Background: an optimization exercise with open tools, aiming at small area, a short achievable clock period and few clock cycles. Do not read the settings as production practice.
Only simulation tests tie the RTL to the original design; equivalence was not proved.

[design.v]
`default_nettype none
`default_nettype wire
`default_nettype none
package mpls_pkg;
   typedef struct packed {
      logic [8-1:0] ctrl;
      logic [64-1:0] data;
   } pkt_word_t;
   typedef struct packed {
      logic       unicast;    
      logic [7:0] dst_port;   
   } route_t;
   typedef struct packed {
      logic [3:0]  cmd;
      logic [19:0] swap_label;
      logic [2:0]  out_port;
   } mpls_cmd_t;
   function automatic mpls_cmd_t decode_cmd(input logic [72-1:0] word);
      decode_cmd = {word[71:68], word[49:30], word[60:58]};   
   endfunction
endpackage
`default_nettype wire
`timescale 1ns/1ps
`default_nettype none
module word_fifo (
   input  logic      clk,
   input  logic      reset,
   input  mpls_pkg::pkt_word_t din,
   input  logic      wr_en,
   input  logic      rd_en,
   output mpls_pkg::pkt_word_t dout,
   output logic      empty,
   output logic      nearly_full
);
   localparam int AW = 5;
   localparam logic [AW:0] FULL_LVL = AW'(0) + (AW+1)'(1 << AW);
   localparam logic [AW:0] NF_LVL   = FULL_LVL - (AW+1)'(2);   
   logic [8+64-1:0] mem [0:(1 << AW)-1];
   logic [AW-1:0] wr_ptr;
   logic [AW-1:0] rd_ptr;
   logic [AW:0]   count;
   logic          full;
   assign dout        = mem[rd_ptr];    
   assign empty       = (count == '0);
   assign full        = (count == FULL_LVL);
   assign nearly_full = (count >= NF_LVL);
   always_ff @(posedge clk) begin
      if (wr_en) begin
         mem[wr_ptr] <= din;
      end
   end
   always_ff @(posedge clk) begin
      if (reset) begin
         wr_ptr <= '0;
         rd_ptr <= '0;
         count  <= '0;
      end else begin
         if (wr_en) wr_ptr <= wr_ptr + AW'(1);
         if (rd_en) rd_ptr <= rd_ptr + AW'(1);
         case ({wr_en, rd_en})
            2'b10:   count <= count + (AW+1)'(1);
            2'b01:   count <= count - (AW+1)'(1);
            default: count <= count;     
         endcase
      end
   end
endmodule
`default_nettype wire
`timescale 1ns/1ps
`default_nettype none
module route_select (
   input  logic       clk,
   input  logic       reset,
   input  mpls_pkg::pkt_word_t  head,
   input  logic       hdr_take,
   input  logic       unicast_out,
   input  logic [7:0] ttl_stat_out,
   input  logic [2:0] out_port,
   output mpls_pkg::route_t     route
);
   mpls_pkg::route_t     route_q;      
   mpls_pkg::route_t     route_hdr;
   logic       to_cpu;
   logic [2:0] cpu_port;
   assign to_cpu   = !unicast_out || (ttl_stat_out <= 8'd1);
   assign cpu_port = head.data[16 +: 3] + 3'd1;   
   always_comb begin
      route_hdr.unicast = !to_cpu;
      if (to_cpu) begin
         route_hdr.dst_port = 8'b1 << cpu_port;
      end else begin
         route_hdr.dst_port = 8'b1 << out_port;
      end
   end
   always_ff @(posedge clk) begin
      if (reset) begin
         route_q <= '0;
      end else if (hdr_take) begin
         route_q <= route_hdr;
      end
   end
   assign route = hdr_take ? route_hdr : route_q;
endmodule
`default_nettype wire
`timescale 1ns/1ps
`default_nettype none
module label_rewrite (
   input  logic                   clk,
   input  logic                   reset,
   input  mpls_pkg::pkt_word_t              head,
   input  logic [1:0]             word_idx,
   input  logic                   hdr_take,
   input  mpls_pkg::route_t                 route,
   input  logic [72-1:0] mplsword,
   input  logic [48-1:0]      bram_dst_mac,
   output mpls_pkg::pkt_word_t              edit_word
);
   mpls_pkg::mpls_cmd_t cmd_q;
   logic      mpls_q;      
   logic      mpls_now;
   logic      swap;
   assign mpls_now = (head.data[31:16] == 16'h8847);
   assign swap     = (cmd_q.cmd == 4'd1);    
   always_ff @(posedge clk) begin
      if (reset) begin
         cmd_q  <= '0;
         mpls_q <= 1'b0;
      end else begin
         if (hdr_take) begin
            cmd_q <= mpls_pkg::decode_cmd(mplsword);   
         end
         if (word_idx == 2'd2) begin
            mpls_q <= mpls_now;     
         end
      end
   end
   always_comb begin
      edit_word = head;
      if (route.unicast) begin
         case (word_idx)
            2'd1: begin
               edit_word.data[64-1 -: 48] = bram_dst_mac;
            end
            2'd2: begin
               if (mpls_now && swap) begin
                  edit_word.data[15:0] = cmd_q.swap_label[19:4];   
               end
            end
            2'd3: begin
               if (mpls_q) begin
                  if (swap) begin
                     edit_word.data[63:60] = cmd_q.swap_label[3:0];
                  end
                  edit_word.data[55:48] = head.data[55:48] - 8'd1;   
               end
            end
            default: begin
               edit_word = head;    
            end
         endcase
      end
   end
endmodule
`default_nettype wire
`timescale 1ns/1ps
`default_nettype none
module egress_sequencer (
   input  logic       clk,
   input  logic       reset,
   input  mpls_pkg::pkt_word_t  head,
   input  logic       empty,
   input  mpls_pkg::route_t     route,
   input  mpls_pkg::pkt_word_t  edit_word,
   input  logic       out_rdy,
   output logic       pop,
   output logic       hdr_take,
   output logic [1:0] word_idx,
   output mpls_pkg::pkt_word_t  out_word,
   output logic       out_wr
);
   logic      is_hdr;
   logic      is_end;
   logic      past_w3;     
   mpls_pkg::pkt_word_t next_word;
   assign is_hdr   = (head.ctrl == 8'hff);
   assign is_end   = (head.ctrl != '0) && !is_hdr;
   assign pop      = out_rdy && !empty;       
   assign hdr_take = pop && is_hdr;
   always_comb begin
      next_word = edit_word;
      if (is_hdr) begin
         next_word = head;
         next_word.data[48 +: 8] = route.dst_port;
      end else if (past_w3) begin
         next_word = head;
      end
   end
   always_ff @(posedge clk) begin
      if (reset) begin
         word_idx <= 2'd0;
         past_w3  <= 1'b0;
      end else if (pop) begin
         if (is_end) begin
            word_idx <= 2'd0;
            past_w3  <= 1'b0;
         end else if (word_idx == 2'd3) begin
            past_w3 <= 1'b1;         
         end else begin
            word_idx <= word_idx + 2'd1;
         end
      end
   end
   always_ff @(posedge clk) begin
      if (reset) begin
         out_wr <= 1'b0;
      end else begin
         out_wr <= pop;
      end
   end
   always_ff @(posedge clk) begin
      if (pop) begin
         out_word <= next_word;
      end
   end
endmodule
`default_nettype wire
`timescale 1ns/1ps
`default_nettype none
module mpls_proc (
   input  logic                   clk,
   input  logic                   reset,
   input  logic [8+64-1:0]  in_word,     
   input  logic                   in_wr,
   output logic                   in_rdy,
   output logic [8+64-1:0]  out_word,    
   output logic                   out_wr,
   input  logic                   out_rdy,
   input  logic [48-1:0]      bram_dst_mac,
   input  logic [72-1:0] mplsword,
   input  logic                   unicast_out,
   input  logic [7:0]             ttl_stat_out
);
   mpls_pkg::pkt_word_t  head;
   mpls_pkg::pkt_word_t  edit_word;
   mpls_pkg::route_t     route;
   mpls_pkg::mpls_cmd_t  cmd_now;
   logic       fifo_empty;
   logic       fifo_nearly_full;
   logic       pop;
   logic       hdr_take;
   logic [1:0] word_idx;
   assign in_rdy  = !fifo_nearly_full;
   assign cmd_now = mpls_pkg::decode_cmd(mplsword);
   word_fifo u_fifo (
      .clk(clk), .reset(reset), .din(in_word), .wr_en(in_wr), .rd_en(pop),
      .dout(head), .empty(fifo_empty), .nearly_full(fifo_nearly_full)
   );
   route_select u_route (
      .clk(clk), .reset(reset), .head(head), .hdr_take(hdr_take),
      .unicast_out(unicast_out), .ttl_stat_out(ttl_stat_out),
      .out_port(cmd_now.out_port), .route(route)
   );
   label_rewrite u_rewrite (
      .clk(clk), .reset(reset), .head(head), .word_idx(word_idx),
      .hdr_take(hdr_take), .route(route), .mplsword(mplsword),
      .bram_dst_mac(bram_dst_mac), .edit_word(edit_word)
   );
   egress_sequencer u_egress (
      .clk(clk), .reset(reset), .head(head), .empty(fifo_empty), .route(route),
      .edit_word(edit_word), .out_rdy(out_rdy), .pop(pop), .hdr_take(hdr_take),
      .word_idx(word_idx), .out_word(out_word), .out_wr(out_wr)
   );
endmodule
`default_nettype wire
[run.sh]
#!/bin/bash
# synth_recipe.tcl (not shown) runs the flow's synth.tcl, then flattens the netlist and writes it again
# the make line also repeats each setting of config.mk as NAME=value (left out here)
make -C /OpenROAD-flow-scripts/flow DESIGN_CONFIG=/design/flow/config.mk WORK_HOME=/design/flow/orfs CLKGATE_MAP_FILE= SYNTH_SCRIPT=/design/flow/synth_recipe.tcl finish
[config.mk]
export PLATFORM = sky130hd
export DESIGN_NAME = mpls_proc
export DESIGN_NICKNAME = mpls_proc
export VERILOG_FILES = /design/flow/design.v
export SDC_FILE = /design/flow/constraint.sdc
export NUM_CORES = 4
export LEC_CHECK = 0
export CAP_MARGIN = 20
export CORE_MARGIN = 2
export CORE_UTILIZATION = 40
export SLEW_MARGIN = 20
[constraint.sdc]
create_clock -name core_clock -period 5.0 [get_ports {clk}]
set_input_delay 1.0000 -clock core_clock [delete_from_list [all_inputs] [get_ports {clk}]]
set_output_delay 1.0000 -clock core_clock [all_outputs]
set_load 0.01 [all_outputs]
==> qor.yml <==
setup_viol: 0
io_buffers: 232
via_count: 45900
clk_pin_slew_ns: 0.06
worstMarginPinSlew_ns: 1.26
clock_latency_ns: 0.93
dpl_worst_slack_ns: 0.413
hold_path_class: "in2reg"
grtUsageMet1_pct: 28.4
netlist-cell-type-count: 71
path_class: "reg2reg"
die-area_sq_um: 238000
grt_pass1_vias: 45900
synthToLayoutAreaGrowth_pct: 16.9
drc: 0
synth_nets: 4419
dp.cells: 7520
utilization_pct: 47.0
drt-initial-drc-count: 4916
seq_area_sq_um: 72500
relSlewSlack_pct: 15.4
routed_wirelength_microns: 244000
netlist_area_sq_um: 93700
ir_drop_uv: 546
multi_input_area_sq_um: 20200
ys_top_cells_by_count: "edfxtp_1 (2,376), mux4_2 (589), mux2i_1 (202), nor2_1 (118), nand2_1 (101)"
die_x_microns: 488
final_antenna_net_count: 0
post_drt_wl_per_cell_microns: 30.6
report.final.slew_viol_count: 0
initial_core_util_pct: 40.2
fin_ws_ns: 0.313
met2_usage_pct: 32.6
fp.dieH_microns: 488
ys_async_sr_fraction_pct: 0
final_nets: 4888
status: "finished clean"
end_kind: "flop"
place_congestion: 0.757
p_leak_uw: 0.0333
cts_resized: 0
hold_buffers: 0
fin_crit_ns: 4.69
ios: 279
cts.path.max_buffers: 4
fin_cells: 7988
core-area_sq_um: 233000
cts.sinks: 2435
p_total_uw: 51100
skew_ns: 0.0870
cts_buffers: 277
synth_ff_type: "edfxtp_1"
syn_area_per_cell_sq_um: 22.3
seq_area_frac_synth_pct: 77.4
yosys.area.top_type: "edfxtp_1"
required_ns: 5.61
dpl.hpwl_microns: 127000
grt.overflow.total: 0
cp-start-kind: "flop"
met3_usage_pct: 3.90
cts_setup_buffers: 0
final.period_utilization_pct: 93.7
tritoncts: "yes"
first_pass_iters: 5
grt_max_degree: 122
synth_area_leaders: "edfxtp_1 (76%), mux4_2 (14%), mux2i_1 (2.2%)"
cap_viol_max_count: 0
grt_pass1_wl_microns: 343000
synth_most_common_cell: "edfxtp_1"
synth_warnings: 5
rows: 177
grt.total_usage_pct: 20.4
holdWs_ns: 0.340
rsz0062_at_grt: "false"
clock_tree.root_cell: "clkbuf_16"
ys_ff_latch: 2435
antenna_found_initial: 35
synth_edf_count: 2376
postSynthCellCount: 4198
hold_violations: 0
worstPathMaxFanout: 33
viasPerCell: 5.74
grt-busiest-layer: "met2"
drive_gt1_share_pct: 25.3
critPathArrivalTime_ns: 5.30
htreeDepth: 5
fillCellCount: 18900
synth_top_area_share_pct: 76.2
powerDensity_nw_per_um2: 467
fmax_ghz: 0.213
[layer usage]
metal	up-vias	routed length, microns
li1	18700	-
met1	24800	101000
met2	1907	117000
met3	468	18400
met4	22	6860
met5	-	138
[placed cells by master, fill, tap and decap left out, types with 16 or more instances in the layout]
cell type	n
clkinv_1	42
a21oi_1	46
mux2_2	41
inv_1	22
a211oi_1	20
nor2_4	19
o21ai_0	21
a22oi_1	58
buf_4	109
buf_12	64
clkinv_2	27
mux2i_1	202
nand2_1	101
edfxtp_1	2376
mux4_2	589
nor2_1	97
bufinv_16	17
nand4_1	20
clkbuf_1	71
clkbuf_16	281
clkdlybuf4s50_1	223
nor2b_1	16
dfxtp_1	54
nand3_1	36
o22ai_1	29
[worst paths after layout]
| path | startpoint | to | slack (ns) | cells after the start |
|---|---|---|---|---|
| worst max-delay path | flop | u_egress.out_word[6] | 0.31 | 8 |
| worst min-delay path | reset | u_route.route_q[8] | 0.34 | 2 |
| worst max register to register | flop | u_egress.out_word[6] | 0.31 | 8 |
| worst min register to register | u_route.route_q[5] | u_route.route_q[5] | 0.47 | 2 |
[worst max-delay path: stages, from the launching register on]
cell	delay, ns
dfxtp_4	0.68
nor2b_2	1.04
a22oi_1	0.25
nand3_1	0.17
nand4_1	0.21
or4_1	0.83
or4_1	0.62
buf_12	0.19
mux2_4	0.32
[power by group]
part	switching (uW)	total, uW	internal, uW
combinational	4480	8860	4380
clock	7730	18900	11200
sequential	241	23300	23000
[cell type report]
class / instances / share of cell area (%)
antenna: 9 / 0.0206
sequential: 2435 / 66.3
inverter: 26 / 0.0983
multi-input combinational: 1522 / 18.4
tap: 3132 / 3.58
timing repair buffer: 405 / 4.00
clock buffer: 356 / 6.72
clock inverter: 103 / 0.903
[per-stage QoR]
step / setup TNS (ns) / area (sq um)
2_1_floorplan: -1853.99 / 93700
3_3_place_gp: 0 / 101000
3_5_place_dp: 0 / 101000
4_1_cts: 0 / 109000
5_1_grt: 0 / 109000
6_report: 0 / 109000
[sequential cells by signal (all words and copies together), names as in the netlist, 2 cells and up, named ones only]
signal	flops
u_fifo.rd_ptr	5
u_fifo.wr_ptr	5
u_rewrite.cmd_q	24
u_fifo.mem	2304
u_egress.word_idx	2
u_fifo.count	6
u_egress.out_word	72
u_route.route_q	9
[cells by family (layout without fill, tap and decap cells)]
logic type	Yosys count	after routing	share of synthesized area, %
flops	2435	2435	77.4
xor+xnor	16	16	0.150
fa+ha+maj	16	16	0.222
simple gates	399	399	2.07
buf+inv	241	890	1.32
other cells	0	9	0
compound gates	249	249	1.83
mux	842	842	17.0
Testbench counts, summed over its fixed seeds: cycles 29,147.

==> re-timing with driven ports <==
How much do the figures lean on ideal ports? The routed layout below was timed once more, with nothing changed but the port constraints.
Step 1 (the two cells are an assumption about what drives the block):
set clk [get_ports {clk}]
set_driving_cell -lib_cell sky130_fd_sc_hd__clkbuf_16 $clk
set_driving_cell -lib_cell sky130_fd_sc_hd__buf_2 [delete_from_list [all_inputs] $clk]
Step 2 moves the port delays by t, midway between the first and last clock arrival at a register: inputs arrive t later, outputs are due t later. That takes back most of the time a late clock gives input paths.
Three values: ideal ports, drivers, drivers and shift; two values: the first two.
t, ns: 0.988
slack for setup (ns): 0.313 / 0.313 / 0.313
hold slack, ns: 0.340 / 0.269 / 0.472
worst setup path after step 2: register to register
cell pins on the clock port's net: 1
After both steps this run still meets setup and hold. For this run, drivers alone change the setup slack by 0.000 ns; drivers and shift together by 0.000 ns.
